Context: an optimization exercise on an open-source flow, tuned for small area, a short achievable clock period and few clock cycles per item. The choices shown serve that exercise and are no tape-out recipe. In this exercise RTL edits were held to simulation tests only and were not proved equivalent to the original. No activity file was given, so power comes from the tool's default toggle rates.

==> config.mk <==
export PLATFORM = sky130hd
export DESIGN_NAME = dcache_top
export DESIGN_NICKNAME = dcache_top
export VERILOG_FILES = /design/flow/design.v
export SDC_FILE = /design/flow/constraint.sdc
export NUM_CORES = 4
export LEC_CHECK = 0
export CAP_MARGIN = 20
export CORE_MARGIN = 2
export CORE_UTILIZATION = 50
export PLACE_DENSITY = 0.6
export SETUP_SLACK_MARGIN = 1.8
export SLEW_MARGIN = 20
==> constraint.sdc <==
create_clock -name core_clock -period 7.5 [get_ports {CLK}]
set_input_delay 1.5000 -clock core_clock [delete_from_list [all_inputs] [get_ports {CLK}]]
set_output_delay 1.5000 -clock core_clock [all_outputs]
set_load 0.01 [all_outputs]
==> design.v <==
package cache_cfg_pkg;
  typedef logic [31:0] word_t;
  typedef logic [25:0] tag_t;
  typedef logic [2:0] set_idx_t;
  typedef logic word_sel_t;
  typedef logic [3:0] frame_t;
  localparam int NUM_FRAMES = 16;
  localparam int BYTE_OFFSET_BITS = 2;
endpackage
package cache_ctrl_pkg;
endpackage
`timescale 1ns/1ps
module dcache_top (
  input  logic                CLK,
  input  logic                nRST,
  input  logic                halt,
  input  logic                dren,
  input  logic                dwen,
  input  cache_cfg_pkg::word_t daddr,
  input  cache_cfg_pkg::word_t dstore,
  output logic                dhit,
  output cache_cfg_pkg::word_t dload,
  output logic                mem_ren,
  output logic                mem_wen,
  output cache_cfg_pkg::word_t mem_addr,
  output cache_cfg_pkg::word_t mem_store,
  input  cache_cfg_pkg::word_t mem_load,
  input  logic                mem_wait,
  output logic                flushed
);
  cache_cfg_pkg::word_t data0 [16];
  cache_cfg_pkg::word_t data1 [16];
  cache_cfg_pkg::tag_t  tags  [16];
  logic [15:0] valid;
  logic [15:0] dirty;
  logic [7:0]  lru;
  logic st_wb1;
  logic st_f0;
  logic st_f1;
  logic st_fw1;
  logic st_idle;
  logic        any_dirty;
  logic [3:0]  fl_frame;
  logic [15:0] fl_dec;
  cache_cfg_pkg::tag_t     req_tag;
  cache_cfg_pkg::set_idx_t req_set;
  logic                    req_word;
  logic                    req_valid;
  assign req_tag   = daddr[31:6];
  assign req_set   = daddr[5:3];
  assign req_word  = daddr[2];
  assign req_valid = dren | dwen;
  assign st_idle   = ~(st_wb1 | st_f0 | st_f1 | st_fw1);
  logic [7:0] qdec;
  logic [7:0] sdec;
  always_comb
  begin
    for (int i = 0; i < 8; i++)
    begin
      qdec[i] = (req_set == 3'(i));
      sdec[i] = halt ? (fl_frame[3:1] == 3'(i)) : qdec[i];
    end
    for (int f = 0; f < 16; f++)
    begin
      fl_dec[f] = (fl_frame == 4'(f));
    end
  end
  logic [15:0] vsel;
  logic [15:0] vdf;
  logic        vway;
  logic        vdirty;
  always_comb
  begin
    vway   = 1'b0;
    vdirty = 1'b0;
    for (int f = 0; f < 16; f++)
    begin
      vsel[f] = (f[0] == lru[f/2]);
      vdf[f]  = vsel[f] & dirty[f];
      vdirty  = vdirty | (qdec[f/2] & vdf[f]);
    end
    for (int i = 0; i < 8; i++)
    begin
      vway = vway | (qdec[i] & lru[i]);
    end
  end
  logic [15:0] match;
  logic [15:0] fhit;
  logic hit0;
  logic hit1;
  logic hit_any;
  always_comb
  begin
    hit0 = 1'b0;
    hit1 = 1'b0;
    for (int f = 0; f < 16; f++)
    begin
      match[f] = valid[f] && (tags[f] == req_tag);
      fhit[f]  = qdec[f/2] & match[f];
    end
    for (int i = 0; i < 8; i++)
    begin
      hit0 = hit0 | fhit[2*i];
      hit1 = hit1 | fhit[2*i+1];
    end
  end
  assign hit_any = hit0 | hit1;
  logic miss;
  assign miss = st_idle & req_valid & ~hit_any;
  cache_cfg_pkg::word_t rd00;
  cache_cfg_pkg::word_t rd01;
  cache_cfg_pkg::word_t rd10;
  cache_cfg_pkg::word_t rd11;
  always_comb
  begin
    rd00 = '0;
    rd01 = '0;
    rd10 = '0;
    rd11 = '0;
    for (int i = 0; i < 8; i++)
    begin
      rd00 = rd00 | ({32{sdec[i]}} & data0[2*i]);
      rd01 = rd01 | ({32{sdec[i]}} & data1[2*i]);
      rd10 = rd10 | ({32{sdec[i]}} & data0[2*i+1]);
      rd11 = rd11 | ({32{sdec[i]}} & data1[2*i+1]);
    end
  end
  logic [15:0] tsel;
  logic        use_req;
  cache_cfg_pkg::tag_t addr_tag;
  always_comb
  begin
    use_req  = ~halt & (st_f0 | st_f1 | ~vdirty);
    addr_tag = {26{use_req}} & req_tag;
    for (int f = 0; f < 16; f++)
    begin
      tsel[f]  = halt ? fl_dec[f] : (qdec[f/2] & vdf[f] & ~(st_f0 | st_f1));
      addr_tag = addr_tag | ({26{tsel[f]}} & tags[f]);
    end
  end
  logic wb_way;
  logic wb_word;
  assign wb_way  = halt ? fl_frame[0] : vway;
  assign wb_word = st_wb1 | st_fw1;
  assign mem_wen   = (miss & vdirty) | (st_idle & halt & any_dirty) | st_wb1 | st_fw1;
  assign mem_ren   = (miss & ~vdirty) | st_f0 | st_f1;
  assign mem_addr  = {addr_tag, (halt ? fl_frame[3:1] : req_set), wb_word | st_f1, 2'b00};
  assign mem_store = wb_way ? (wb_word ? rd11 : rd10) : (wb_word ? rd01 : rd00);
  cache_cfg_pkg::word_t dw0;
  cache_cfg_pkg::word_t dw1;
  logic sel0;
  logic sel1;
  logic selm;
  assign dw0  = req_word ? rd01 : rd00;
  assign dw1  = req_word ? rd11 : rd10;
  assign sel0 = hit0 | (st_f1 & ~vway & ~req_word);
  assign sel1 = hit1 | (st_f1 & vway & ~req_word);
  assign selm = st_f1 & req_word;
  assign dload = ({32{sel0}} & dw0) | ({32{sel1}} & dw1) | ({32{selm}} & mem_load);
  logic fill0;
  logic fill0_done;
  logic fill1_done;
  logic wb_done;
  assign fill0      = st_f0 | (miss & ~vdirty);
  assign fill0_done = fill0 & ~mem_wait;
  assign fill1_done = st_f1 & ~mem_wait;
  assign wb_done    = st_fw1 & ~mem_wait;
  assign dhit    = req_valid & (hit_any | fill1_done);
  assign flushed = halt & ~any_dirty;
  logic [15:0] st_f;
  logic [15:0] fill_f;
  logic [15:0] we0;
  logic [15:0] we1;
  cache_cfg_pkg::word_t wdata0;
  cache_cfg_pkg::word_t wdata1;
  always_comb
  begin
    for (int f = 0; f < 16; f++)
    begin
      st_f[f]   = st_idle & dwen & fhit[f];
      fill_f[f] = qdec[f/2] & vsel[f];
      we0[f]    = (st_f[f] & ~req_word) | (fill_f[f] & (fill0_done | (fill1_done & dwen & ~req_word)));
      we1[f]    = (st_f[f] & req_word) | (fill_f[f] & fill1_done);
    end
  end
  assign wdata0 = fill0 ? mem_load : dstore;
  assign wdata1 = (st_f1 & ~(dwen & req_word)) ? mem_load : dstore;
  always_ff @(posedge CLK)
  begin
    for (int f = 0; f < 16; f++)
    begin
      if (we0[f])
      begin
        data0[f] <= wdata0;
      end
      if (we1[f])
      begin
        data1[f] <= wdata1;
      end
      if (fill_f[f] && fill1_done)
      begin
        tags[f] <= req_tag;
      end
    end
  end
  logic [15:0] dirty_n;
  logic [3:0]  fl_next;
  always_comb
  begin
    for (int f = 0; f < 16; f++)
    begin
      dirty_n[f] = (dirty[f] | st_f[f]) & ~(wb_done & fl_dec[f]);
      if (fill_f[f] && fill1_done)
      begin
        dirty_n[f] = dwen;
      end
    end
    fl_next = 4'd0;
    for (int f = 15; f >= 0; f--)
    begin
      if (dirty_n[f])
      begin
        fl_next = 4'(f);
      end
    end
  end
  always_ff @(posedge CLK, negedge nRST)
  begin
    if (!nRST)
    begin
      valid     <= '0;
      dirty     <= '0;
      lru       <= '0;
      any_dirty <= 1'b0;
      fl_frame  <= '0;
      st_wb1    <= 1'b0;
      st_f0     <= 1'b0;
      st_f1     <= 1'b0;
      st_fw1    <= 1'b0;
    end
    else
    begin
      st_wb1 <= (miss & vdirty & ~mem_wait) | (st_wb1 & mem_wait);
      st_f0  <= (st_wb1 & ~mem_wait) | (st_f0 & mem_wait);
      st_f1  <= fill0_done | (st_f1 & mem_wait);
      st_fw1 <= (st_idle & halt & any_dirty & ~mem_wait) | (st_fw1 & mem_wait);
      dirty     <= dirty_n;
      any_dirty <= |dirty_n;
      fl_frame  <= fl_next;
      for (int f = 0; f < 16; f++)
      begin
        if (fill_f[f] && fill1_done)
        begin
          valid[f] <= 1'b1;
        end
      end
      for (int i = 0; i < 8; i++)
      begin
        if (qdec[i] && dhit)
        begin
          lru[i] <= hit_any ? hit0 : ~lru[i];
        end
      end
    end
  end
endmodule
==> run.sh <==
#!/bin/bash
# synth_recipe.tcl (not shown) runs the flow's synth.tcl, then flattens the netlist and writes it again
# the make line also repeats each setting of config.mk as NAME=value (left out here)
make -C /OpenROAD-flow-scripts/flow DESIGN_CONFIG=/design/flow/config.mk WORK_HOME=/design/flow/orfs CLKGATE_MAP_FILE= SYNTH_SCRIPT=/design/flow/synth_recipe.tcl finish
==> impl_metrics.json, run 1 <==
{
  "status": "finished clean",
  "cts_max_level": 4,
  "ios": 202,
  "slowest_stage": "or4_4",
  "fin_area_um2": 78800,
  "p_leak_nw": 26.1,
  "grt_pass1_wl_um": 332000,
  "finalSetupViolations": 0,
  "fmax_mhz": 162,
  "clock_skew_ps": 31.3,
  "portBuffers": 197,
  "final_common_cell": "edfxtp_1",
  "rrSetupSlack_ps": 2490,
  "antenna_found_initial": 3,
  "worstPathRequired_ps": 6000,
  "grt_pass1_vias": 41000,
  "post_drt_wl_per_cell_um": 39.0,
  "ant_nets": 0,
  "r2r_end": "data1[12][6]",
  "cts_tree": "built",
  "tightestPinTransition_ps": 1080,
  "report.final.slew_viol_count": 0,
  "synth_seq_area_share_pct": 71.4,
  "drc_errors": 0,
  "max_stage_delay_ps": 610,
  "synth_xor_xnor_area_share_pct": 5.72,
  "grt_max_degree": 87,
  "drive_gt1_share_pct": 26.3,
  "cp-endpoint": "dload[11]",
  "cts.clk_slew.worst_paths_ps": 60,
  "synth_cells": 3905,
  "final_cells": 6295,
  "die-width_um": 357,
  "final_util_pct": 63.7,
  "synth.distinct_cells": 80,
  "syn_area_um2": 62300,
  "hold_ws_ps": 471,
  "post-place-cells": 5768,
  "finalSetupTns_ps": 0,
  "ys_warn_count": 4,
  "synth_edf_count": 1440,
  "drt_first_pass_iters": 8,
  "num_vias": 43100,
  "finalPower_mw": 24.9,
  "crit_path_start": "daddr[28]",
  "fp.dieH_um": 357,
  "fin_nets": 4634,
  "vias_per_cell": 6.85,
  "syn_area_per_cell_um2": 15.9,
  "synth-seq-cells": 1489,
  "vdd_drop_max_v": 0.000279,
  "die_area_um2": 127000,
  "ctsHoldBuffers": 0,
  "crit_type": "in -> out",
  "grt-ovfl-total": 0,
  "crit_path_end_kind": "output pin",
  "grt_setup_unrepaired": "true",
  "rows": 129,
  "placed_area_um2": 68500,
  "relSlewSlack_pct": 28.1,
  "finalHoldViolations": 0,
  "dp_hpwl_um": 148000,
  "cts_buffers": 156,
  "synth-async-reset-ratio_pct": 3.29,
  "syn_to_final_growth_pct": 26.5,
  "clkSinkCount": 1489,
  "fin_ws_ps": 1340,
  "gp_congestion": 0.990,
  "synth_fa_ha_area_share_pct": 0,
  "wirelength_um": 246000,
  "maxCapViolations": 0,
  "crit_path_start_kind": "primary input",
  "core_area_um2": 124000,
  "min_period_over_period_pct": 82.1,
  "period_needed_ps": 6160,
  "cts_root_buf": "clkbuf_16",
  "cts_buffer_depth": 3,
  "grt.total_usage_pct": 37.9,
  "r2r_start": "tags[12][6]",
  "synth_compound_area_share_pct": 11.7,
  "final_cell_mix": "edfxtp_1, a22oi_1, buf_4, xnor2_1, nand4_1",
  "worstPathCellList": "buf_6 -> buf_12 -> buf_6 -> xnor2_2 -> nand4_1 -> nor4_2 -> nand4_2 -> o2111ai_2 -> or4_4 -> a31oi_4 -> buf_12 -> buf_16 -> nor2b_4 -> o32a_1 -> buf_2",
  "fill_cells": 9003,
  "power-per-cell-area_nw_per_um2": 317,
  "yosys.area_share.simple_pct": 6.22,
  "cp_max_fo": 7,
  "start_util_pct": 50.4,
  "synth_mux_area_share_pct": 2.55,
  "worstHoldPathType": "reg -> reg",
  "cp.arrival_ps": 4660,
  "clock_latency_ps": 820,
  "synth_top_family_by_area": "compound AO/OA/AOI/OAI gates",
  "synth_top_flop_cell": "edfxtp_1",
  "reg2reg_depth": 25,
  "drt_iter0_drc": 6979,
  "place_ws_ps": 51.9
}
[critical path, delay by kind of cell]
family	cells	cell delay, ps
compound gates	3	810
xor+xnor	1	130
simple gates	5	1270
buf+inv	6	920
[sequential cells by signal, indices dropped and copies added (netlist names), named ones only]
register	count
any_dirty	1
fl_frame	4
data0	512
lru	8
tags	416
dirty	16
data1	512
valid	16
[Yosys cell counts (7+ instances only)]
cell type	number	area, um^2
edfxtp_1	1440	43200
a22oi_1	564	4230
xnor2_1	316	2770
nand4_1	244	1530
clkbuf_1	173	649
nand2_1	125	469
nor2b_1	104	651
xor2_1	91	797
a22o_1	57	499
a221oi_1	53	464
dfrtp_1	49	1230
mux2_2	47	529
nor2_1	46	173
nor4_1	43	269
buf_4	42	315
o22ai_1	41	257
a221o_1	32	320
mux4_2	32	721
o32a_1	32	320
a222oi_1	27	270
a211o_1	26	228
nand3_1	26	130
inv_1	25	93.8
mux2_1	23	259
nand2b_1	21	131
buf_6	20	225
buf_2	18	90.1
o21ai_0	18	90.1
or2_2	17	106
nor3_1	14	70.1
a21oi_1	11	55.1
buf_1	10	37.5
mux2i_1	8	80.1
or3_1	7	43.8
[worst min-delay path by stage]
stage               slack (ps)   endpoint  cells past startpoint  startpoint
floorplan                  430  valid[13]                      1   valid[13]
global placement           450   valid[4]                      1    valid[4]
detailed placement         450  valid[13]                      1   valid[13]
CTS                        470   valid[2]                      1    valid[2]
global route               480  valid[15]                      1   valid[15]
finish                     470   valid[8]                      1    valid[8]
[layer usage]
layer  vias up  share of wire (%)  track usage [%]
met4         0                7.1             22.8
met5         -                  0                0
li1      17200                  -                -
met1     22000                 36             49.5
met3       703                 11             7.35
met2      3213                 46             59.3
[logic make-up after synthesis]
kind of cell / Yosys count
AOI/OAI and AO/OA: 923
and+or+nand+nor: 682
xor gates and xnor gates: 407
DFF: 1489
other: 1
buffers and inverters: 293
muxes: 110
[power breakdown]
part	switching [mW]	total [mW]	leakage, nW	internal (mW)
clock	3.36	7.52	2.37	4.17
combinational	4.43	7.11	10.1	2.67
sequential	0.262	10.3	13.6	10.1
[area by class of cell]
cell class              count  area, um^2  share of cell area [%]
diodes                      3        7.51                 0.00953
clock buffers             201        4120                    5.24
clock inverters            80         776                   0.985
inverters                  27         103                   0.130
multi-input cells        2127       19100                    24.2
flip-flops and latches   1489       44500                    56.5
well taps                1637        2050                    2.60
repair buffers            731        8170                    10.4
[what timing repair did]
action / CTS / global route
pin swaps: 138 / 99
resized for setup: 572 / 207
buffers inserted: 163 / 33
setup endpoints to repair: 93 / 125
cloned: 37 / 8
Testbench counts, summed over its fixed seeds: cycles 34,095, accesses 16,000.
==> run 2, diff against run 1 <==
--- a/design.v
+++ b/design.v
@@ -41,2 +41,10 @@
   logic st_idle;
+  logic st_fill;
+  logic bg;
+  cache_cfg_pkg::tag_t     pend_tag;
+  cache_cfg_pkg::set_idx_t pend_set;
+  logic                    pend_way;
+  logic [15:0]             pend_dec;
+  logic                    skip0;
+  logic                    skip1;
   logic        any_dirty;
@@ -53,2 +61,3 @@
   assign st_idle   = ~(st_wb1 | st_f0 | st_f1 | st_fw1);
+  assign st_fill   = st_f0 | st_f1;
   logic [7:0] qdec;
@@ -64,3 +73,4 @@
     begin
-      fl_dec[f] = (fl_frame == 4'(f));
+      fl_dec[f]   = (fl_frame == 4'(f));
+      pend_dec[f] = ({pend_set, pend_way} == 4'(f));
     end
@@ -109,2 +119,4 @@
   assign miss = st_idle & req_valid & ~hit_any;
+  logic blocked;
+  assign blocked = bg & |(fhit & pend_dec);
   cache_cfg_pkg::word_t rd00;
@@ -129,2 +141,3 @@
   logic        use_req;
+  logic        fl_mode;
   cache_cfg_pkg::tag_t addr_tag;
@@ -132,7 +145,8 @@
   begin
-    use_req  = ~halt & (st_f0 | st_f1 | ~vdirty);
-    addr_tag = {26{use_req}} & req_tag;
-    for (int f = 0; f < 16; f++)
-    begin
-      tsel[f]  = halt ? fl_dec[f] : (qdec[f/2] & vdf[f] & ~(st_f0 | st_f1));
+    fl_mode  = halt & ~st_fill;
+    use_req  = st_idle & ~halt & ~vdirty;
+    addr_tag = ({26{use_req}} & req_tag) | ({26{st_fill}} & pend_tag);
+    for (int f = 0; f < 16; f++)
+    begin
+      tsel[f]  = fl_mode ? fl_dec[f] : (qdec[f/2] & vdf[f] & (st_idle | st_wb1));
       addr_tag = addr_tag | ({26{tsel[f]}} & tags[f]);
@@ -146,3 +160,3 @@
   assign mem_ren   = (miss & ~vdirty) | st_f0 | st_f1;
-  assign mem_addr  = {addr_tag, (halt ? fl_frame[3:1] : req_set), wb_word | st_f1, 2'b00};
+  assign mem_addr  = {addr_tag, (st_fill ? pend_set : (halt ? fl_frame[3:1] : req_set)), wb_word | st_f1, 2'b00};
   assign mem_store = wb_way ? (wb_word ? rd11 : rd10) : (wb_word ? rd01 : rd00);
@@ -150,11 +164,5 @@
   cache_cfg_pkg::word_t dw1;
-  logic sel0;
-  logic sel1;
-  logic selm;
-  assign dw0  = req_word ? rd01 : rd00;
-  assign dw1  = req_word ? rd11 : rd10;
-  assign sel0 = hit0 | (st_f1 & ~vway & ~req_word);
-  assign sel1 = hit1 | (st_f1 & vway & ~req_word);
-  assign selm = st_f1 & req_word;
-  assign dload = ({32{sel0}} & dw0) | ({32{sel1}} & dw1) | ({32{selm}} & mem_load);
+  assign dw0   = req_word ? rd01 : rd00;
+  assign dw1   = req_word ? rd11 : rd10;
+  assign dload = ({32{hit0}} & dw0) | ({32{hit1}} & dw1) | ({32{~hit_any}} & mem_load);
   logic fill0;
@@ -163,2 +171,3 @@
   logic wb_done;
+  logic bg_wr;
   assign fill0      = st_f0 | (miss & ~vdirty);
@@ -167,4 +176,13 @@
   assign wb_done    = st_fw1 & ~mem_wait;
-  assign dhit    = req_valid & (hit_any | fill1_done);
-  assign flushed = halt & ~any_dirty;
+  assign bg_wr      = bg & st_fill & ~mem_wait;
+  logic mdone;
+  assign mdone = (miss & ~vdirty & dwen) |
+                 (miss & ~vdirty & dren & ~req_word & ~mem_wait) |
+                 (st_wb1 & ~mem_wait & dwen) |
+                 (st_f0 & ~bg & ~mem_wait & dren & ~req_word) |
+                 (st_f1 & ~bg & ~mem_wait);
+  logic hit_ok;
+  assign hit_ok  = hit_any & ~blocked & ~(dwen & bg_wr);
+  assign dhit    = req_valid & (hit_ok | mdone);
+  assign flushed = halt & ~any_dirty & st_idle;
   logic [15:0] st_f;
@@ -173,2 +191,4 @@
   logic [15:0] we1;
+  logic        mem0;
+  logic        mem1;
   cache_cfg_pkg::word_t wdata0;
@@ -179,10 +199,12 @@
     begin
-      st_f[f]   = st_idle & dwen & fhit[f];
-      fill_f[f] = qdec[f/2] & vsel[f];
-      we0[f]    = (st_f[f] & ~req_word) | (fill_f[f] & (fill0_done | (fill1_done & dwen & ~req_word)));
-      we1[f]    = (st_f[f] & req_word) | (fill_f[f] & fill1_done);
-    end
-  end
-  assign wdata0 = fill0 ? mem_load : dstore;
-  assign wdata1 = (st_f1 & ~(dwen & req_word)) ? mem_load : dstore;
+      st_f[f]   = dwen & fhit[f] & ~blocked & ~bg_wr;
+      fill_f[f] = st_idle ? (qdec[f/2] & vsel[f]) : pend_dec[f];
+      we0[f]    = (st_f[f] & ~req_word) | (fill_f[f] & ((fill0_done & ~skip0) | (mdone & dwen & ~req_word)));
+      we1[f]    = (st_f[f] & req_word) | (fill_f[f] & ((fill1_done & ~skip1) | (mdone & dwen & req_word)));
+    end
+  end
+  assign mem0   = fill0_done & ~skip0 & ~(st_idle & dwen & ~req_word);
+  assign mem1   = fill1_done & ~skip1;
+  assign wdata0 = mem0 ? mem_load : dstore;
+  assign wdata1 = mem1 ? mem_load : dstore;
   always_ff @(posedge CLK)
@@ -199,3 +221,3 @@
       end
-      if (fill_f[f] && fill1_done)
+      if (fill_f[f] && mdone)
       begin
@@ -203,2 +225,11 @@
       end
+    end
+  end
+  always_ff @(posedge CLK)
+  begin
+    if (miss)
+    begin
+      pend_tag <= req_tag;
+      pend_set <= req_set;
+      pend_way <= vway;
     end
@@ -212,3 +243,3 @@
       dirty_n[f] = (dirty[f] | st_f[f]) & ~(wb_done & fl_dec[f]);
-      if (fill_f[f] && fill1_done)
+      if (fill_f[f] && mdone)
       begin
@@ -239,2 +270,5 @@
       st_fw1    <= 1'b0;
+      bg        <= 1'b0;
+      skip0     <= 1'b0;
+      skip1     <= 1'b0;
     end
@@ -243,5 +277,16 @@
       st_wb1 <= (miss & vdirty & ~mem_wait) | (st_wb1 & mem_wait);
-      st_f0  <= (st_wb1 & ~mem_wait) | (st_f0 & mem_wait);
+      st_f0  <= (st_wb1 & ~mem_wait) | (st_f0 & mem_wait) | (miss & ~vdirty & dwen & mem_wait);
       st_f1  <= fill0_done | (st_f1 & mem_wait);
       st_fw1 <= (st_idle & halt & any_dirty & ~mem_wait) | (st_fw1 & mem_wait);
+      bg <= (bg & ~fill1_done) | (mdone & ~st_f1);
+      if (mdone && dwen)
+      begin
+        skip0 <= ~req_word;
+        skip1 <= req_word;
+      end
+      else if (fill1_done)
+      begin
+        skip0 <= 1'b0;
+        skip1 <= 1'b0;
+      end
       dirty     <= dirty_n;
@@ -251,3 +296,3 @@
       begin
-        if (fill_f[f] && fill1_done)
+        if (fill_f[f] && mdone)
         begin
==> impl_metrics.json, run 2 <==
{
  "synth-async-reset-ratio_pct": 3.42,
  "clock_latency_ps": 790,
  "cts_tree": "built",
  "drive_gt1_share_pct": 27.0,
  "worstPathCellList": "buf_12 -> buf_12 -> xnor2_2 -> nand4_1 -> or4_4 -> nor3_4 -> or4_4 -> nor2_4 -> inv_2 -> buf_12 -> buf_12 -> buf_6 -> buf_12 -> buf_8 -> nand2_2 -> and3_4 -> a31o_4 -> nand2_2 -> buf_6",
  "syn_to_final_growth_pct": 26.1,
  "synth_top_area_share_pct": 69.0,
  "crit_top_cell": "buf_12",
  "start_util_pct": 50.3,
  "die-width_um": 362,
  "ios": 202,
  "rows": 131,
  "grt_pass1_wl_um": 336000,
  "cts.clk_slew.worst_paths_ps": 60,
  "cts_buffer_depth": 3,
  "tightestPinTransition_ps": 1250,
  "finalHoldViolations": 0,
  "max_stage_delay_ps": 670,
  "vdd_drop_max_v": 0.000254,
  "slowest_stage": "or4_4",
  "grt_setup_unrepaired": "true",
  "final_cell_mix": "edfxtp_1, a22oi_1, buf_4, xnor2_1, nand4_1",
  "report.final.slew_viol_count": 0,
  "grt.total_usage_pct": 36.9,
  "crit_path_end_kind": "output pin",
  "finalSetupTns_ps": 0,
  "grt_pass1_vias": 42800,
  "yosysMostFrequentCell": "edfxtp_1",
  "dp_hpwl_um": 154000,
  "post_drt_wl_per_cell_um": 37.4,
  "relSlewSlack_pct": 16.1,
  "synth.distinct_cells": 85,
  "final_common_cell": "edfxtp_1",
  "drt_first_pass_iters": 7,
  "grt_max_degree": 50,
  "power-per-cell-area_nw_per_um2": 288,
  "reg.largest.list": "data0 x512, data1 x512, tags x416",
  "gp_congestion": 1.00,
  "min_period_over_period_pct": 80.7,
  "wirelength_um": 246000,
  "crit_path_start_kind": "primary input",
  "syn_area_per_cell_um2": 15.4,
  "drc_errors": 0,
  "synth-seq-cells": 1522,
  "hold_ws_ps": 476,
  "worstPathRequired_ps": 6000,
  "fin_nets": 4884,
  "status": "finished clean",
  "netlist_top_cells_count": "edfxtp_1, a22oi_1, xnor2_1",
  "fill_cells": 9277,
  "netlist.top_cell.by_area": "edfxtp_1",
  "vias_per_cell": 6.88,
  "drt_iter0_drc": 7251,
  "crit_type": "in -> out",
  "die_area_um2": 131000,
  "cp.arrival_ps": 4550,
  "ctsHoldBuffers": 0,
  "maxCapViolations": 0,
  "ys_warn_count": 4,
  "yosys-top-cells-area": "edfxtp_1, a22oi_1, xnor2_1",
  "synth_edf_count": 1470,
  "clkSinkCount": 1522,
  "p_leak_nw": 26.2,
  "finalSetupViolations": 0,
  "fp.dieH_um": 362,
  "antenna_found_initial": 9,
  "grt-ovfl-total": 0,
  "synth_seq_area_share_pct": 71.0,
  "fin_ws_ps": 1450,
  "worstHoldPathType": "reg -> reg",
  "cts_root_buf": "clkbuf_16",
  "clock_skew_ps": 31.3,
  "cp_max_fo": 7,
  "core_area_um2": 127000,
  "period_needed_ps": 6050,
  "fmax_mhz": 165,
  "ant_nets": 0,
  "num_vias": 45200,
  "synth_top_flop_cell": "edfxtp_1",
  "cts_max_level": 4,
  "cts_buffers": 160,
  "synth_cells": 4152,
  "place_ws_ps": 235,
  "portBuffers": 197,
  "syn_area_um2": 64000
}
run 2: cell count changes after synthesis, sizes merged, moves of 32 or more:
cell,delta
nand2,+87
o21ai,+75
a221o,-32
nor2b,-97
and3,+61
clkbuf,+35
a31o,+33
run 2: per-stage QoR:
stage               std cells  area, um^2  power, mW  util [%]
floorplan                4153       64100       12.6         -
global placement         5991       70000       15.1      55.0
detailed placement       5994       70100       15.1      55.0
CTS                      6522       79400       23.0      62.3
global route             6576       80700       23.7      63.3
finish                   6577       80700       23.2      63.4
run 2: layout make-up:
type	instances	area [um^2]	share of cell area, %
diodes	1	2.50	0.00310
multi-input cells	2324	19800	24.5
clock buffers	211	4280	5.30
repair buffers	751	8250	10.2
flip-flops and latches	1522	45400	56.3
clock inverters	83	767	0.951
inverters	23	86.3	0.107
well taps	1662	2080	2.58
run 2: worst paths after layout:
kind	startpoint	endpoint	slack, ps	depth (start not counted)
max	daddr[29]	dload[12]	1450	19
min	valid[2]	valid[2]	480	1
max reg2reg	tags[9][18]	fl_frame[1]	2260	37
min reg2reg	valid[2]	valid[2]	480	1
max in group asynchronous	nRST	asynchronous set/reset pin	5460	2
min in group asynchronous	nRST	valid[12]	830	1
run 2: cell families after synthesis:
logic type	count (synthesis)	share of synthesized area (%)
other	1	0.00586
AOI/OAI and AO/OA	1002	11.9
muxes	112	2.50
buffers and inverters	309	2.20
xor gates and xnor gates	416	5.69
DFF	1522	71.0
and+or+nand+nor	790	6.72
run 2: repair_timing:
| action | 4_1_cts | 5_1_grt |
|---|---|---|
| resized for setup | 617 | 216 |
| cloned | 21 | 2 |
| endpoints found under the setup margin | 664 | 152 |
| setup buffers | 213 | 52 |
| pin swaps | 153 | 97 |
run 2: critical path, delay by kind of cell:
| family | cells | cell delay [ps] |
|---|---|---|
| simple gates | 8 | 1670 |
| buf+inv | 9 | 1010 |
| compound gates | 1 | 220 |
| xor+xnor | 1 | 120 |
run 2: metal layers:
layer	part of all wire, %	global-route usage, %	vias to the layer above	routed length [um]
met2	45	56.1	3200	111000
met1	38	50.7	23200	92800
li1	-	-	18200	-
met4	6.0	18.8	6	14800
met3	11	7.65	626	27700
met5	0.016	0	-	40
run 2: power by group:
part / total, mW / internal (mW) / switching [mW]
clock: 7.75 / 4.40 / 3.35
sequential: 10.2 / 9.95 / 0.276
combinational: 5.25 / 1.92 / 3.33
Testbench counts of run 2, summed over its fixed seeds: cycles 32,878, accesses 16,000.
==> run 3, diff against run 2 <==
--- a/config.mk
+++ b/config.mk
@@ -10,2 +10,4 @@
 export CORE_UTILIZATION = 50
+export CTS_CLUSTER_DIAMETER = 80
+export CTS_CLUSTER_SIZE = 30
 export PLACE_DENSITY = 0.6
==> impl_metrics.json, run 3 <==
{
  "status": "finished clean",
  "fin_nets": 4789,
  "clkSinkCount": 1522,
  "wl_met3_um": 27300,
  "synth_seq_area_share_pct": 71.0,
  "grt_setup_unrepaired": "true",
  "finalPower_mw": 20.5,
  "max_stage_delay_ps": 550,
  "die-width_um": 362,
  "drive_gt1_share_pct": 26.0,
  "r2r_end": "fl_frame[1]",
  "rrSetupSlack_ps": 2220,
  "p_leak_nw": 25.0,
  "met2_length_um": 110000,
  "finalSetupViolations": 0,
  "grt_pass1_wl_um": 332000,
  "cts_buffers": 73,
  "cp_max_fo": 7,
  "final_cell_mix": "edfxtp_1, a22oi_1, buf_4, xnor2_1, nand4_1",
  "fp.dieH_um": 362,
  "place_ws_ps": 235,
  "clock_latency_ps": 720,
  "cts.clk_slew.worst_paths_ps": 110,
  "antenna_found_initial": 6,
  "netlist.top_cell.by_area": "edfxtp_1",
  "fin_ws_ps": 1280,
  "cts_tree": "built",
  "ant_nets": 0,
  "yosysMostFrequentCell": "edfxtp_1",
  "start_util_pct": 50.3,
  "rows": 131,
  "worstPathCellList": "buf_16 -> buf_4 -> xnor2_1 -> nand4_1 -> nor2_1 -> nand3_1 -> nand4_1 -> nor2_4 -> inv_2 -> buf_12 -> buf_6 -> buf_6 -> buf_12 -> buf_8 -> nand2_2 -> and3_4 -> a31o_4 -> nand2_2 -> buf_6",
  "clock_skew_ps": 49.5,
  "cts_max_level": 3,
  "synth.distinct_cells": 85,
  "drt_first_pass_iters": 6,
  "gp_congestion": 1.00,
  "grt_pass1_vias": 41700,
  "top_layer_used": "met5",
  "tightestPinTransition_ps": 1120,
  "crit_family": "simple AND/OR/NAND/NOR gates",
  "cts_buffer_depth": 3,
  "ios": 202,
  "min_period_over_period_pct": 82.9,
  "holdPathStages": 1,
  "die_area_um2": 131000,
  "hold_ws_ps": 487,
  "wirelength_met1_um": 92100,
  "finalHoldViolations": 0,
  "r2r_start": "tags[9][23]",
  "ctsHoldBuffers": 0,
  "dp_hpwl_um": 154000,
  "drt_iter0_drc": 7288,
  "worstPathRequired_ps": 6000,
  "num_vias": 44400,
  "path_buf_inv": 9,
  "wirelength_um": 244000,
  "power-per-cell-area_nw_per_um2": 261,
  "syn_to_final_growth_pct": 22.5,
  "synth-seq-cells": 1522,
  "yosys-top-cells-area": "edfxtp_1, a22oi_1, xnor2_1",
  "slowest_stage": "nand4_1",
  "reg2reg_depth": 37,
  "fmax_mhz": 161,
  "final_common_cell": "edfxtp_1",
  "worstHoldPathType": "reg -> reg",
  "fill_cells": 9496,
  "report.final.slew_viol_count": 0,
  "critical_path_depth": 19,
  "crit_type": "in -> out",
  "crit_path_end_kind": "output pin",
  "vias_per_cell": 6.95,
  "ys_warn_count": 4,
  "period_needed_ps": 6220,
  "synth_cells": 4152,
  "reg.largest.list": "data0 x512, data1 x512, tags x416",
  "portBuffers": 197,
  "crit_path_start": "daddr[24]",
  "grt-ovfl-total": 0,
  "final_util_pct": 61.5,
  "cp.arrival_ps": 4720,
  "cts_root_buf": "clkbuf_16",
  "synth_top_area_share_pct": 69.0,
  "post_drt_wl_per_cell_um": 38.1,
  "synth-async-reset-ratio_pct": 3.42,
  "synth_top_flop_cell": "edfxtp_1",
  "syn_area_per_cell_um2": 15.4,
  "cp-endpoint": "dload[12]",
  "maxCapViolations": 0,
  "netlist_top_cells_count": "edfxtp_1, a22oi_1, xnor2_1",
  "finalSetupTns_ps": 0,
  "crit_path_start_kind": "primary input",
  "vdd_drop_max_v": 0.000215,
  "drc_errors": 0,
  "synth_edf_count": 1470,
  "crit_top_cell": "buf_6",
  "grt_max_degree": 50,
  "grt.total_usage_pct": 36.4,
  "syn_area_um2": 64000,
  "core_area_um2": 127000,
  "relSlewSlack_pct": 24.4
}
-- run 3: routing by layer --
metal / track usage [%] / vias up
met5: 0 / -
met4: 17.2 / 6
met3: 7.45 / 589
met2: 55.4 / 3148
met1: 50.6 / 22800
li1: - / 17900
-- run 3: worst min path at each step --
stage                   start        end
floorplan            valid[0]   valid[0]
global placement    valid[15]  valid[15]
detailed placement   valid[2]   valid[2]
CTS                 valid[15]  valid[15]
global route        valid[15]  valid[15]
finish               valid[6]   valid[6]
-- run 3: cells by family after synthesis --
group                  synth area share (%)
buffers and inverters                  2.20
AND/OR/NAND/NOR                        6.72
other                               0.00586
flip-flops                             71.0
AO/OA/AOI/OAI                          11.9
multiplexers                           2.50
XOR/XNOR                               5.69
-- run 3: what timing repair did --
item	in CTS	in global routing
resized for setup	633	228
pin swaps	151	112
gates cloned	22	6
hold endpoints to repair	0	0
endpoints found under the setup margin	843	157
setup buffers	217	34
-- run 3: per-stage QoR --
step | std cells | cell area (um^2)
after floorplan | 4153 | 64100
final | 6395 | 78400
after CTS | 6353 | 77000
after global placement | 5991 | 70000
after global routing | 6394 | 78400
after detailed placement | 5994 | 70100
-- run 3: worst register-to-register path: cells and delay by family, from the launching register on --
family	cells	cell delay, ps
AO/OA/AOI/OAI	4	780
buffers and inverters	28	2420
AND/OR/NAND/NOR	4	1240
XOR/XNOR	1	200
flip-flops	1	520
-- run 3: layout make-up --
| cell class | instances | area (um^2) | share of cell area, % |
|---|---|---|---|
| clock buffer | 84 | 1970 | 2.52 |
| tap | 1662 | 2080 | 2.65 |
| clock inverter | 36 | 520 | 0.664 |
| sequential | 1522 | 45400 | 58.0 |
| multi-input combinational | 2324 | 19900 | 25.4 |
| inverter | 23 | 86.3 | 0.110 |
| timing repair buffer | 743 | 8340 | 10.6 |
| antenna | 1 | 2.50 | 0.00319 |
-- run 3: report_power, final --
part / switching, mW / leakage, nW / internal [mW] / total (mW)
clock: 2.95 / 1.20 / 2.07 / 5.03
sequential: 0.274 / 13.9 / 9.93 / 10.2
combinational: 3.32 / 9.90 / 1.91 / 5.23
==> run 4, diff against run 3 <==
--- a/design.v
+++ b/design.v
@@ -49,2 +49,3 @@
   logic                    skip1;
+  logic                    f0got;
   logic        any_dirty;
@@ -119,4 +120,6 @@
   assign miss = st_idle & req_valid & ~hit_any;
+  logic pend_hit;
   logic blocked;
-  assign blocked = bg & |(fhit & pend_dec);
+  assign pend_hit = |(fhit & pend_dec);
+  assign blocked  = bg & pend_hit & ~(dwen | (req_word ? skip1 : (skip0 | f0got)));
   cache_cfg_pkg::word_t rd00;
@@ -273,2 +276,3 @@
       skip1     <= 1'b0;
+      f0got     <= 1'b0;
     end
@@ -291,2 +295,8 @@
       end
+      else if (bg && |(st_f & pend_dec))
+      begin
+        skip0 <= skip0 | ~req_word;
+        skip1 <= skip1 | req_word;
+      end
+      f0got <= (f0got | fill0_done) & ~fill1_done;
       dirty     <= dirty_n;
==> impl_metrics.json, run 4 <==
{
  "status": "finished clean",
  "netlist_top_cells_count": "edfxtp_1, a22oi_1, xnor2_1",
  "clkSinkCount": 1523,
  "finalSetupTns_ps": 0,
  "portBuffers": 197,
  "reg.largest.list": "data0 x512, data1 x512, tags x416",
  "drc_errors": 0,
  "report.final.slew_viol_count": 0,
  "final_common_cell": "edfxtp_1",
  "fin_area_um2": 79500,
  "grt-ovfl-total": 0,
  "worstPathCellList": "buf_12 -> xnor2_1 -> nand4_1 -> nor4_2 -> nand2_2 -> nand4_1 -> nor3_4 -> buf_6 -> buf_16 -> buf_6 -> a21o_1 -> a22oi_2 -> buf_2",
  "ys_warn_count": 4,
  "ctsHoldBuffers": 0,
  "finalPower_mw": 20.8,
  "grt.total_usage_pct": 38.0,
  "synth_cells": 4187,
  "die_area_um2": 131000,
  "drive_gt1_share_pct": 26.3,
  "cts_buffers": 73,
  "finalHoldViolations": 0,
  "synth_seq_area_share_pct": 70.7,
  "power-per-cell-area_nw_per_um2": 262,
  "yosysMostFrequentCell": "edfxtp_1",
  "drt_iter0_drc": 7229,
  "dp_hpwl_um": 153000,
  "fmax_mhz": 170,
  "finalSetupViolations": 0,
  "final_cell_mix": "edfxtp_1, a22oi_1, buf_4, nand4_1, xnor2_1",
  "post_drt_wl_per_cell_um": 39.7,
  "die-width_um": 363,
  "synth_top_area_share_pct": 68.6,
  "crit_type": "in -> out",
  "tightestPinTransition_ps": 1170,
  "grt_max_degree": 54,
  "fp.dieH_um": 363,
  "placed_area_um2": 71000,
  "vias_per_cell": 7.12,
  "max_stage_delay_ps": 490,
  "yosys-top-cells-area": "edfxtp_1, a22oi_1, xnor2_1",
  "cts_buffer_depth": 3,
  "multi_input_area_um2": 20700,
  "synth_top_flop_cell": "edfxtp_1",
  "fill_cells": 9501,
  "path_buf_inv": 5,
  "cts.clk_slew.worst_paths_ps": 110,
  "drt_first_pass_iters": 7,
  "crit_path_end_kind": "output pin",
  "cts_root_buf": "clkbuf_16",
  "grt_pass1_wl_um": 345000,
  "grt_pass1_vias": 43400,
  "slowest_stage": "xnor2_1",
  "cts_max_level": 3,
  "synth.distinct_cells": 75,
  "syn_area_per_cell_um2": 15.4,
  "antenna_found_initial": 2,
  "p_leak_nw": 25.1,
  "start_util_pct": 50.4,
  "ios": 202,
  "relSlewSlack_pct": 21.9,
  "netlist.top_cell.by_area": "edfxtp_1",
  "ant_nets": 0,
  "fin_nets": 4822,
  "clock_latency_ps": 730,
  "worstHoldPathType": "reg -> reg",
  "crit_family": "simple AND/OR/NAND/NOR gates",
  "cp.arrival_ps": 4370,
  "num_vias": 45700,
  "syn_area_um2": 64300,
  "wirelength_um": 255000,
  "rows": 131,
  "grt_setup_unrepaired": "true",
  "maxCapViolations": 0,
  "synth_edf_count": 1470,
  "synth-async-reset-ratio_pct": 3.48,
  "worstPathRequired_ps": 6000,
  "period_needed_ps": 5870,
  "clock_skew_ps": 60.0,
  "syn_to_final_growth_pct": 23.6,
  "vdd_drop_max_v": 0.000281,
  "gp_congestion": 0.975,
  "diodes": 0,
  "crit_path_start_kind": "primary input",
  "cts_tree": "built",
  "core_area_um2": 128000,
  "min_period_over_period_pct": 78.3,
  "synth-seq-cells": 1523,
  "cp_max_fo": 22,
  "register_area_um2": 45500
}
run 4: through the flow:
step	setup WS [ps]	instances	util [%]	hold slack (ps)
floorplan	1820	4188	-	439
global placement	185	6045	55.7	454
detailed placement	160	6047	55.7	453
CTS	1670	6358	61.1	482
global route	1580	6423	62.3	509
finish	1630	6423	62.3	483
run 4: report_power, final:
| group | switching (mW) | internal [mW] | total, mW |
|---|---|---|---|
| Sequential | 0.283 | 9.90 | 10.2 |
| Clock | 2.89 | 2.03 | 4.92 |
| Combinational | 3.57 | 2.15 | 5.71 |
| Total | 6.74 | 14.1 | 20.8 |
run 4: worst paths after layout:
| kind | slack [ps] | end | start | cells past startpoint |
|---|---|---|---|---|
| max | 1630 | dhit | daddr[25] | 13 |
| min | 480 | valid[13] | valid[13] | 1 |
| max reg2reg | 2670 | any_dirty | tags[6][19] | 17 |
| min reg2reg | 480 | valid[13] | valid[13] | 1 |
| max in group asynchronous | 5660 | asynchronous set/reset pin | nRST | 2 |
| min in group asynchronous | 960 | valid[3] | nRST | 2 |
run 4: final cells by class:
cell class | count | area share, %
clock inverter | 36 | 0.671
sequential | 1523 | 57.2
inverter | 39 | 0.197
clock buffer | 80 | 2.36
tap | 1662 | 2.62
multi-input combinational | 2345 | 26.0
timing repair buffer | 738 | 10.9
run 4: routing by layer:
layer | global-route usage, % | part of all wire (%) | up-vias
li1 | - | - | 18300
met1 | 48.5 | 35 | 23300
met2 | 60.2 | 46 | 3388
met3 | 6.60 | 10 | 801
met4 | 24.3 | 8.5 | 4
met5 | 0 | 0.0098 | -
run 4: repair_timing:
item                        CTS  global route
setup endpoints to repair  1139            82
resized for setup           676           215
buffers inserted            161            57
pin swaps                   161            62
cloned                       34             7
run 4: logic make-up after synthesis:
group | Yosys count | share of synthesized area, %
flops | 1523 | 70.7
compound gates | 1020 | 12.0
simple gates | 798 | 6.89
xor+xnor | 416 | 5.67
buf+inv | 321 | 2.27
mux | 108 | 2.42
other cells | 1 | 0.00583
Testbench counts of run 4, summed over its fixed seeds: cycles 32,041, accesses 16,000.
==> run 5, diff against run 4 <==
--- a/design.v
+++ b/design.v
@@ -179,3 +179,3 @@
   assign wb_done    = st_fw1 & ~mem_wait;
-  assign bg_wr      = bg & st_fill & ~mem_wait;
+  assign bg_wr      = bg & ~mem_wait & ((st_f0 & ~skip0 & ~req_word) | (st_f1 & ~skip1 & req_word));
   logic mdone;
==> impl_metrics.json, run 5 <==
{
  "cts_buffers": 75,
  "relSlewSlack_pct": 20.1,
  "grt_max_degree": 55,
  "cts_max_level": 3,
  "fin_area_um2": 81000,
  "r2r_end": "fl_frame[1]",
  "ant_nets": 0,
  "cp-endpoint": "mem_addr[19]",
  "netlist.top_cell.by_area": "edfxtp_1",
  "synth_cells": 4227,
  "start_util_pct": 50.2,
  "fmax_mhz": 168,
  "final_cells": 6568,
  "grt_pass1_wl_um": 367000,
  "fp.dieH_um": 364,
  "vdd_drop_max_v": 0.000185,
  "synth_edf_count": 1470,
  "clkSinkCount": 1523,
  "finalHoldViolations": 0,
  "grt-ovfl-total": 0,
  "synth.distinct_cells": 79,
  "min_period_over_period_pct": 79.2,
  "rows": 132,
  "vias_per_cell": 7.18,
  "yosys-top-cells-area": "edfxtp_1, a22oi_1, xnor2_1",
  "power-per-cell-area_nw_per_um2": 259,
  "drc_errors": 0,
  "netlist_top_cells_count": "edfxtp_1, a22oi_1, xnor2_1",
  "wirelength_um": 274000,
  "ys_warn_count": 4,
  "final_cell_mix": "edfxtp_1, a22oi_1, nand4_1, buf_4, xnor2_1",
  "clock_latency_ps": 720,
  "reg2reg_depth": 19,
  "num_vias": 47200,
  "synth-async-reset-ratio_pct": 3.48,
  "die-width_um": 364,
  "final_common_cell": "edfxtp_1",
  "cts_tree": "built",
  "fill_cells": 9462,
  "rrSetupSlack_ps": 2760,
  "synth_top_area_share_pct": 68.1,
  "report.final.slew_viol_count": 0,
  "ios": 202,
  "worstHoldPathType": "reg -> reg",
  "tightestPinTransition_ps": 1200,
  "finalSetupViolations": 0,
  "p_leak_nw": 26.0,
  "place_ws_ps": -79.5,
  "drt_iter0_drc": 7768,
  "synth_top_flop_cell": "edfxtp_1",
  "finalSetupTns_ps": 0,
  "grt.total_usage_pct": 40.5,
  "cts_buffer_depth": 3,
  "dp_hpwl_um": 167000,
  "gp_congestion": 1.00,
  "yosysMostFrequentCell": "edfxtp_1",
  "cp.arrival_ps": 4440,
  "ctsHoldBuffers": 0,
  "crit_path_end_kind": "output pin",
  "final_util_pct": 62.8,
  "grt_pass1_vias": 44100,
  "clock_skew_ps": 47.8,
  "worstPathRequired_ps": 6000,
  "syn_area_um2": 64800,
  "fin_ws_ps": 1560,
  "syn_to_final_growth_pct": 25.0,
  "reg.largest.list": "data0 x512, data1 x512, tags x416",
  "post_drt_wl_per_cell_um": 41.7,
  "cts.clk_slew.worst_paths_ps": 110,
  "core_area_um2": 129000,
  "grt_setup_unrepaired": "true",
  "antenna_found_initial": 14,
  "cp_max_fo": 7,
  "syn_area_per_cell_um2": 15.3,
  "synth_seq_area_share_pct": 70.2,
  "drive_gt1_share_pct": 26.7,
  "cts_root_buf": "clkbuf_16",
  "post-place-cells": 6167,
  "maxCapViolations": 0,
  "status": "finished clean",
  "synth-seq-cells": 1523,
  "r2r_start": "tags[6][8]",
  "placed_area_um2": 71500,
  "crit_path_start": "halt",
  "die_area_um2": 132000,
  "crit_type": "in -> out",
  "period_needed_ps": 5940,
  "fin_nets": 4871,
  "drt_first_pass_iters": 7,
  "crit_path_start_kind": "primary input",
  "portBuffers": 197
}
-- run 5: changes by cell type after synthesis, moves of 17 or more --
cell / delta
a211o_1: +28
a221oi_1: -35
a222oi_1: +26
and3_1: -17
nand2_1: -40
nand3_1: +41
nand4_1: +29
-- run 5: repair_timing --
item	CTS	global route
setup endpoints to repair	874	84
buffers inserted	142	78
cloned	37	10
resized for setup	680	212
pin swaps	150	127
endpoints found under the hold margin	0	0
-- run 5: final cells by class --
class / count / area [um^2] / share of cell area, %
tap: 1742 / 2180 / 2.69
clock buffer: 80 / 1940 / 2.39
inverter: 31 / 118 / 0.145
multi-input combinational: 2390 / 21600 / 26.6
timing repair buffer: 748 / 9130 / 11.3
sequential: 1523 / 45500 / 56.2
antenna: 11 / 27.5 / 0.0340
clock inverter: 43 / 541 / 0.668
-- run 5: metrics by stage --
stage                     total power, mW  hold slack (ps)
final                                20.9              509
after global routing                 21.4              521
after CTS                            20.6              506
after detailed placement             15.1              481
after global placement               15.1              477
after floorplan                      12.6              462
-- run 5: worst max-delay path, stage by stage --
cell	delay, ps
clkdlybuf4s15_2	230
nand2_1	120
o21ai_1	130
buf_6	170
o32ai_4	150
buf_12	240
buf_6	170
a22oi_1	470
nand4_1	320
a211o_1	430
clkdlybuf4s50_1	510
-- run 5: cell families (layout without fill, tap and decap cells) --
kind of cell,count (synthesis),in the layout,synth area share [%]
muxes,113,113,2.50
AOI/OAI and AO/OA,1038,1041,12.3
xor gates and xnor gates,417,417,5.64
DFF,1523,1523,70.2
other,1,13,0.00579
and+or+nand+nor,816,817,7.16
buffers and inverters,319,902,2.21
-- run 5: worst min-delay path by stage --
stage	startpoint	to	slack [ps]	cells past startpoint
2_1_floorplan	valid[0]	valid[0]	460	1
3_3_place_gp	valid[12]	valid[12]	480	1
3_5_place_dp	valid[12]	valid[12]	480	1
4_1_cts	valid[12]	valid[12]	510	1
5_1_grt	f0got	f0got	520	1
6_report	valid[12]	valid[12]	510	1
-- run 5: layer usage --
layer  wire [um]  GRT usage, %
met3       30700          8.75
met2      124000          63.2
met4       23500          27.2
met1       95300          50.9
met5          46             0
-- run 5: report_power, final --
part	leakage [nW]	switching [mW]	internal [mW]
sequential	13.9	0.279	9.92
clock	1.19	2.97	2.05
combinational	11.0	3.58	2.13
total	26.0	6.84	14.1
Testbench counts of run 5, summed over its fixed seeds: cycles 31,353, accesses 16,000.
==> run 6, diff against run 5 <==
--- a/design.v
+++ b/design.v
@@ -43,3 +43,2 @@
   logic bg;
-  cache_cfg_pkg::tag_t     pend_tag;
   cache_cfg_pkg::set_idx_t pend_set;
@@ -149,7 +148,7 @@
     fl_mode  = halt & ~st_fill;
-    use_req  = st_idle & ~halt & ~vdirty;
-    addr_tag = ({26{use_req}} & req_tag) | ({26{st_fill}} & pend_tag);
+    use_req  = ~halt & ((st_idle & ~vdirty) | (st_fill & ~bg));
+    addr_tag = {26{use_req}} & req_tag;
     for (int f = 0; f < 16; f++)
     begin
-      tsel[f]  = fl_mode ? fl_dec[f] : (qdec[f/2] & vdf[f] & (st_idle | st_wb1));
+      tsel[f]  = fl_mode ? fl_dec[f] : (bg ? pend_dec[f] : (qdec[f/2] & vdf[f] & (st_idle | st_wb1)));
       addr_tag = addr_tag | ({26{tsel[f]}} & tags[f]);
@@ -234,3 +233,2 @@
     begin
-      pend_tag <= req_tag;
       pend_set <= req_set;
==> impl_metrics.json, run 6 <==
{
  "ys_warn_count": 4,
  "num_vias": 46400,
  "clock_skew_ps": 34.4,
  "start_util_pct": 50.4,
  "fin_ws_ps": 1530,
  "vias_per_cell": 7.09,
  "maxCapViolations": 0,
  "ios": 202,
  "crit_type": "in -> out",
  "syn_to_final_growth_pct": 23.7,
  "cts_tree": "built",
  "vdd_drop_max_v": 0.000218,
  "register_area_um2": 44700,
  "ant_nets": 0,
  "drc_errors": 0,
  "met3_usage_pct": 7.07,
  "clkPwrFrac_pct": 24.4,
  "use_met1_pct": 51.6,
  "synth-seq-cells": 1497,
  "drive_gt1_share_pct": 26.6,
  "grt-ovfl-total": 0,
  "synth.distinct_cells": 84,
  "synth_seq_area_share_pct": 69.6,
  "relSlewSlack_pct": 17.8,
  "yosys-top-cells-area": "edfxtp_1, a22oi_1, xnor2_1",
  "synth-async-reset-ratio_pct": 3.54,
  "post_drt_wl_per_cell_um": 39.2,
  "tightestPinTransition_ps": 1230,
  "netlist_top_cells_count": "edfxtp_1, a22oi_1, xnor2_1",
  "syn_area_per_cell_um2": 15.1,
  "status": "finished clean",
  "cts.clk_slew.worst_paths_ps": 100,
  "grt.total_usage_pct": 38.1,
  "cp_max_fo": 11,
  "netlist.top_cell.by_area": "edfxtp_1",
  "fin_nets": 4931,
  "antenna_found_initial": 21,
  "fill_cells": 9447,
  "seq_power_share_pct": 48.8,
  "grt_use_met2_pct": 58.4,
  "drt_iter0_drc": 7736,
  "period_needed_ps": 5970,
  "finalSetupViolations": 0,
  "fmax_mhz": 168,
  "drt_first_pass_iters": 6,
  "grt_max_degree": 60,
  "report.final.slew_viol_count": 0,
  "gp_congestion": 1.01,
  "crit_path_end_kind": "output pin",
  "power-per-cell-area_nw_per_um2": 258,
  "final_common_cell": "edfxtp_1",
  "finalSetupTns_ps": 0,
  "cts_max_level": 3,
  "p_sw_mw": 6.75,
  "place_ws_ps": 148,
  "grt_setup_unrepaired": "true",
  "dp_hpwl_um": 163000,
  "die_area_um2": 131000,
  "cp.arrival_ps": 4470,
  "reg.largest.list": "data0 x512, data1 x512, tags x416",
  "die-width_um": 362,
  "min_period_over_period_pct": 79.6,
  "p_leak_nw": 25.3,
  "yosysMostFrequentCell": "edfxtp_1",
  "synth_top_area_share_pct": 67.5,
  "synth_cells": 4265,
  "share_comb_of_total_power_pct": 26.7,
  "cts_buffer_depth": 3,
  "core_area_um2": 128000,
  "clkSinkCount": 1497,
  "grt_pass1_vias": 43000,
  "cts_buffers": 73,
  "grt_pass1_wl_um": 347000,
  "wirelength_um": 257000,
  "rows": 131,
  "crit_path_start_kind": "primary input",
  "syn_area_um2": 64200,
  "multi_input_area_um2": 21400,
  "top_usage_layer": "met2",
  "cts_root_buf": "clkbuf_16",
  "worstPathRequired_ps": 6000,
  "portBuffers": 197,
  "synth_edf_count": 1444,
  "final_cell_mix": "edfxtp_1, a22oi_1, buf_4, nand4_1, xnor2_1",
  "finalHoldViolations": 0,
  "clock_latency_ps": 720,
  "switching_share_pct": 32.9,
  "synth_top_flop_cell": "edfxtp_1",
  "p_int_mw": 13.8,
  "worstHoldPathType": "reg -> reg",
  "fp.dieH_um": 362
}
[run 6: cells by family after synthesis]
family	count (synthesis)	share of synthesized area, %
flops	1497	69.6
compound gates	1073	12.4
simple gates	840	7.57
xor+xnor	419	5.71
buf+inv	325	2.24
mux	110	2.47
other cells	1	0.00584
[run 6: metrics by stage]
step,instance area (um^2),power [mW],utilization [%],hold slack [ps],cells
4_1_cts,77900,20.2,61.1,511,6472
3_3_place_gp,71000,14.9,55.7,483,6148
6_report,79500,20.5,62.3,518,6553
2_1_floorplan,64200,12.3,-,454,4266
5_1_grt,79400,21.0,62.3,537,6546
3_5_place_dp,71000,14.9,55.7,486,6148
[run 6: final cells by class]
class | instances | share of cell area, %
sequential | 1497 | 56.2
multi-input combinational | 2447 | 27.0
timing repair buffer | 778 | 10.8
tap | 1662 | 2.62
clock buffer | 84 | 2.43
clock inverter | 40 | 0.756
inverter | 32 | 0.153
antenna | 13 | 0.0409
[run 6: worst paths after layout]
path | cells after the start | slack (ps) | endpoint | startpoint
max in group asynchronous | 2 | 5450 | bg | nRST
worst min register to register | 1 | 520 | valid[2] | valid[2]
worst min-delay path | 1 | 520 | valid[2] | valid[2]
min in group asynchronous | 1 | 810 | valid[12] | nRST
worst max-delay path | 17 | 1530 | dload[13] | daddr[24]
worst max register to register | 29 | 2370 | data0[1][23] | tags[1][10]
[run 6: power by group through the flow]
stage	Sequential (mW)	Clock [mW]	Combinational, mW
4_1_cts	9.99	5.04	5.14
2_1_floorplan	10.0	0	2.33
3_5_place_dp	10.2	0	4.76
6_report	10.0	5.01	5.48
5_1_grt	10.0	5.30	5.61
3_3_place_gp	10.2	0	4.74
[run 6: critical path, stage by stage]
cell,delay (ps)
buf_6,150
buf_12,170
buf_4,150
xnor2_2,320
nand2_1,200
nor4_2,350
buf_4,190
a22oi_2,80
nand4_1,140
buf_12,190
buf_8,140
buf_12,120
buf_6,130
a221oi_4,70
o21ai_2,260
buf_6,170
buf_6,100
[run 6: timing repair]
item                       CTS  global route
pin swaps                  131            96
setup endpoints to repair  493           278
resized for setup          730           215
hold buffers                 0             0
gates cloned                21             9
setup buffers              179            59
[run 6: metal layers]
metal	wire (um)	part of all wire, %	vias up
met1	94300	37	23500
li1	-	-	18700
met3	29300	11	666
met2	115000	45	3627
met4	17700	6.9	16
met5	113	0.044	-
Testbench counts of run 6, summed over its fixed seeds: cycles 31,353, accesses 16,000.
==> run 7, diff against run 6 <==
--- a/design.v
+++ b/design.v
@@ -178,3 +178,3 @@
   assign wb_done    = st_fw1 & ~mem_wait;
-  assign bg_wr      = bg & ~mem_wait & ((st_f0 & ~skip0 & ~req_word) | (st_f1 & ~skip1 & req_word));
+  assign bg_wr      = bg & ~mem_wait & ((st_f0 & ~skip0 & ~req_word) | (st_f1 & ~skip1 & req_word)) & ~pend_hit;
   logic mdone;
@@ -207,4 +207,4 @@
   end
-  assign mem0   = fill0_done & ~skip0 & ~(st_idle & dwen & ~req_word);
-  assign mem1   = fill1_done & ~skip1;
+  assign mem0   = fill0_done & ~skip0 & ~(st_idle & dwen & ~req_word) & ~(bg & dwen & pend_hit & ~req_word);
+  assign mem1   = fill1_done & ~skip1 & ~(bg & dwen & pend_hit & req_word);
   assign wdata0 = mem0 ? mem_load : dstore;
==> impl_metrics.json, run 7 <==
{
  "grt_setup_unrepaired": "true",
  "maxCapViolations": 0,
  "vdd_drop_max_v": 0.000180,
  "fill_cells": 9562,
  "register_area_um2": 44700,
  "multi_input_area_um2": 20900,
  "hold_ws_ps": 480,
  "syn_to_final_growth_pct": 23.2,
  "min_from": "valid[8]",
  "finalSetupViolations": 0,
  "cts_tree": "built",
  "grt-ovfl-total": 0,
  "fin_area_um2": 78700,
  "die_area_um2": 131000,
  "netlist.top_cell.by_area": "edfxtp_1",
  "clkPwrFrac_pct": 23.2,
  "synth_cells": 4303,
  "fp.dieH_um": 361,
  "die-width_um": 361,
  "cts_buffer_depth": 3,
  "grt_pass1_vias": 42600,
  "p_leak_nw": 25.2,
  "reg.largest.list": "data0 x512, data1 x512, tags x416",
  "final_util_pct": 61.9,
  "p_int_mw": 14.2,
  "fmax_mhz": 166,
  "power-per-cell-area_nw_per_um2": 272,
  "synth-seq-cells": 1497,
  "share_comb_of_total_power_pct": 29.5,
  "post_drt_wl_per_cell_um": 39.2,
  "synth_top_area_share_pct": 67.9,
  "r2r_start": "pend_set[2]",
  "crit_path_start_kind": "primary input",
  "grt_pass1_wl_um": 346000,
  "tightestPinTransition_ps": 1220,
  "start_util_pct": 50.2,
  "ios": 202,
  "final_cell_mix": "edfxtp_1, a22oi_1, buf_4, nand4_1, xnor2_1",
  "gp_congestion": 1.02,
  "switching_share_pct": 33.8,
  "cts.clk_slew.worst_paths_ps": 100,
  "synth.distinct_cells": 83,
  "num_vias": 45900,
  "cts_max_level": 3,
  "crit_path_end_kind": "output pin",
  "finalPower_mw": 21.4,
  "post-place-cells": 6152,
  "synth_seq_area_share_pct": 70.0,
  "syn_area_um2": 63900,
  "synth-async-reset-ratio_pct": 3.54,
  "status": "finished clean",
  "wirelength_um": 256000,
  "core_area_um2": 127000,
  "crit_type": "in -> out",
  "finalHoldViolations": 0,
  "placed_area_um2": 70200,
  "synth_edf_count": 1444,
  "drc_errors": 0,
  "cts_buffers": 73,
  "ys_warn_count": 4,
  "final_common_cell": "edfxtp_1",
  "synth_top_flop_cell": "edfxtp_1",
  "worstHoldPathType": "reg -> reg",
  "yosysMostFrequentCell": "edfxtp_1",
  "grt.total_usage_pct": 38.3,
  "worstPathRequired_ps": 6000,
  "vias_per_cell": 7.04,
  "crit_path_start": "daddr[19]",
  "cts_root_buf": "clkbuf_16",
  "cp.arrival_ps": 4520,
  "clkSinkCount": 1497,
  "dp_hpwl_um": 160000,
  "ant_nets": 0,
  "final_cells": 6522,
  "clock_skew_ps": 62.9,
  "fin_ws_ps": 1480,
  "p_sw_mw": 7.24,
  "netlist_top_cells_count": "edfxtp_1, a22oi_1, xnor2_1",
  "syn_area_per_cell_um2": 14.8,
  "seq_power_share_pct": 47.3,
  "antenna_found_initial": 15,
  "period_needed_ps": 6020,
  "drt_first_pass_iters": 10,
  "portBuffers": 197,
  "report.final.slew_viol_count": 0,
  "min_period_over_period_pct": 80.2,
  "grt_max_degree": 45,
  "cp_max_fo": 19,
  "rows": 131,
  "ctsHoldBuffers": 0,
  "drt_iter0_drc": 7763,
  "place_ws_ps": 61.1,
  "drive_gt1_share_pct": 25.0,
  "fin_nets": 4902,
  "yosys-top-cells-area": "edfxtp_1, a22oi_1, xnor2_1",
  "relSlewSlack_pct": 18.9,
  "finalSetupTns_ps": 0,
  "clock_latency_ps": 720
}
-- run 7: logic make-up after synthesis --
kind of cell,synth area share (%)
flops,70.0
simple gates,7.84
buf+inv,2.16
mux,2.54
compound gates,11.9
xor+xnor,5.54
other cells,0.00587
-- run 7: power by group through the flow --
stage	clock network [mW]	logic, mW	registers (mW)
5_1_grt	5.23	6.49	10.2
3_3_place_gp	0	5.61	10.3
6_report	4.96	6.32	10.1
4_1_cts	4.97	6.08	10.1
3_5_place_dp	0	5.63	10.3
2_1_floorplan	0	2.78	10.2
-- run 7: per-layer routing --
layer	part of all wire, %	vias up	global-route usage (%)
met1	37	23500	53.0
met5	0.015	-	0
li1	-	18400	-
met3	12	587	7.03
met4	5.9	6	19.5
met2	45	3452	58.4
-- run 7: critical path, stage by stage --
cell	delay (ps)
buf_8	150
xnor2_1	580
nand4_1	320
nor3_4	350
buf_4	160
nand4_1	300
a41o_1	400
o31a_1	330
o21ai_4	210
inv_1	60
buf_2	140
-- run 7: final timing paths --
path	endpoint	slack, ps	cells past startpoint
max	dhit	1480	11
min	valid[8]	480	1
max reg2reg	data0[3][12]	2390	12
min reg2reg	valid[8]	480	1
max in group asynchronous	skip0	5500	2
min in group asynchronous	valid[7]	800	1
-- run 7: area by class of cell --
type / count / share of cell area (%)
Inverter: 28 / 0.149
Clock inverter: 41 / 0.620
Timing Repair Buffer: 708 / 10.7
Multi-Input combinational cell: 2492 / 26.5
Tap cell: 1662 / 2.64
Sequential cell: 1497 / 56.8
Clock buffer: 83 / 2.50
Antenna cell: 11 / 0.0350
-- run 7: timing repair --
action                                   CTS  global route
pin swaps                                164            99
resized for setup                        685           270
cloned                                    37             7
endpoints found under the setup margin  1159            78
buffers inserted                         145            46
Testbench counts of run 7, summed over its fixed seeds: cycles 31,201, accesses 16,000.
==> run 8, diff against run 7 <==
--- a/config.mk
+++ b/config.mk
@@ -10,4 +10,4 @@
 export CORE_UTILIZATION = 50
-export CTS_CLUSTER_DIAMETER = 80
-export CTS_CLUSTER_SIZE = 30
+export CTS_CLUSTER_DIAMETER = 70
+export CTS_CLUSTER_SIZE = 25
 export PLACE_DENSITY = 0.6
==> impl_metrics.json, run 8 <==
{
  "period_needed_ps": 5980,
  "relSlewSlack_pct": 18.4,
  "num_vias": 46500,
  "netlist.top_cell.by_area": "edfxtp_1",
  "syn_to_final_growth_pct": 25.5,
  "tightestPinTransition_ps": 1210,
  "min_period_over_period_pct": 79.8,
  "cts_buffers": 99,
  "drc_errors": 0,
  "synth_top_flop_cell": "edfxtp_1",
  "clkPwrFrac_pct": 26.7,
  "grt.total_usage_pct": 38.5,
  "grt_setup_unrepaired": "true",
  "placed_area_um2": 70200,
  "min_from": "valid[8]",
  "switching_share_pct": 34.0,
  "crit_type": "in -> out",
  "p_int_mw": 14.9,
  "finalSetupTns_ps": 0,
  "cts.clk_slew.worst_paths_ps": 70,
  "multi_input_area_um2": 20500,
  "final_cell_mix": "edfxtp_1, a22oi_1, buf_4, xnor2_1, nand4_1",
  "report.final.slew_viol_count": 0,
  "drive_gt1_share_pct": 26.5,
  "yosysMostFrequentCell": "edfxtp_1",
  "vdd_drop_max_v": 0.000246,
  "syn_area_um2": 63900,
  "clkSinkCount": 1497,
  "cts_max_level": 3,
  "fin_nets": 4993,
  "fill_cells": 9368,
  "p_leak_nw": 26.1,
  "fin_area_um2": 80200,
  "start_util_pct": 50.2,
  "final_common_cell": "edfxtp_1",
  "crit_path_start": "daddr[18]",
  "status": "finished clean",
  "fin_ws_ps": 1520,
  "dp_hpwl_um": 160000,
  "synth-async-reset-ratio_pct": 3.54,
  "p_sw_mw": 7.66,
  "hold_ws_ps": 472,
  "post_drt_wl_per_cell_um": 38.7,
  "vias_per_cell": 7.00,
  "worstPathRequired_ps": 6000,
  "cts_buffer_depth": 3,
  "yosys-top-cells-area": "edfxtp_1, a22oi_1, xnor2_1",
  "drt_first_pass_iters": 9,
  "synth_top_area_share_pct": 67.9
}
run 8: cell count changes in the layout (fill, tap and decap cells not counted), sizes merged, moves of 6 or more:
cell,previous run,this run
buf,555,620
clkinv,20,30
dlymetal6s2s,1,7
clkbuf,113,126
inv,44,69
run 8: worst max-delay path, stage by stage:
cell      delay [ps]
buf_16           120
buf_12           140
xor2_2           140
or4_4            570
nor3_2           160
nand4_1          220
buf_4            210
nand4_1           90
buf_6            160
buf_12           120
nor4_4            50
buf_4            140
buf_6            120
buf_4            130
a31oi_2          200
o21ai_2          100
o21ai_4          100
inv_1             60
clkbuf_2         120
run 8: repair_timing:
item / CTS / global route
gates cloned: 40 / 5
pin swaps: 140 / 121
gates resized for setup: 662 / 280
buffers inserted: 183 / 72
setup endpoints to repair: 950 / 140
run 8: metal layers:
layer / vias to the layer above / track usage [%] / part of all wire [%]
li1: 18600 / - / -
met1: 23600 / 53.3 / 37
met2: 3583 / 58.7 / 45
met3: 650 / 7.42 / 12
met4: 4 / 19.2 / 6.1
met5: - / 0 / 0.010
run 8: cells by family (layout without fill, tap and decap cells):
| family | after synthesis | count (layout) | share of synthesized area [%] |
|---|---|---|---|
| flops | 1497 | 1497 | 70.0 |
| compound gates | 1031 | 1032 | 11.9 |
| simple gates | 940 | 940 | 7.84 |
| xor+xnor | 404 | 404 | 5.54 |
| buf+inv | 316 | 981 | 2.16 |
| mux | 114 | 114 | 2.54 |
| other cells | 1 | 12 | 0.00587 |
run 8: path summary, 6_finish.rpt:
kind                                                   end  slack, ps  depth (start not counted)
worst max-delay path                                  dhit       1520                         19
worst min-delay path                              valid[8]        470                          1
worst max register to register                data1[14][0]       2200                         34
worst min register to register                    valid[8]        470                          1
max in group asynchronous       asynchronous set/reset pin       5530                          2
min in group asynchronous                        valid[13]        770                          1
run 8: cell type report:
class	instances	area share, %
Tap cell	1662	2.59
Antenna cell	10	0.0312
Clock inverter	76	1.20
Clock buffer	104	3.15
Multi-Input combinational cell	2492	25.6
Sequential cell	1497	55.8
Inverter	28	0.137
Timing Repair Buffer	773	11.5
run 8: stage by stage:
step	std cells	util (%)
after floorplan	4304	-
after global placement	6151	55.1
after detailed placement	6152	55.2
after CTS	6555	61.7
after global routing	6639	63.0
final	6642	63.0
run 8: power groups by stage:
stage / sequential [mW] / clock (mW) / combinational [mW]
3_3_place_gp: 10.3 / 0 / 5.61
4_1_cts: 10.1 / 6.05 / 6.07
2_1_floorplan: 10.2 / 0 / 2.78
6_report: 10.1 / 6.01 / 6.40
5_1_grt: 10.2 / 6.33 / 6.57
3_5_place_dp: 10.3 / 0 / 5.63

Setup slack of run 8, layout unchanged: 1.516 ns with ideal ports, 1.417 ns with driving cells assumed (clock clkbuf_16, inputs buf_2), 0.841 ns with port delays also shifted by the 0.811 ns mid clock arrival.
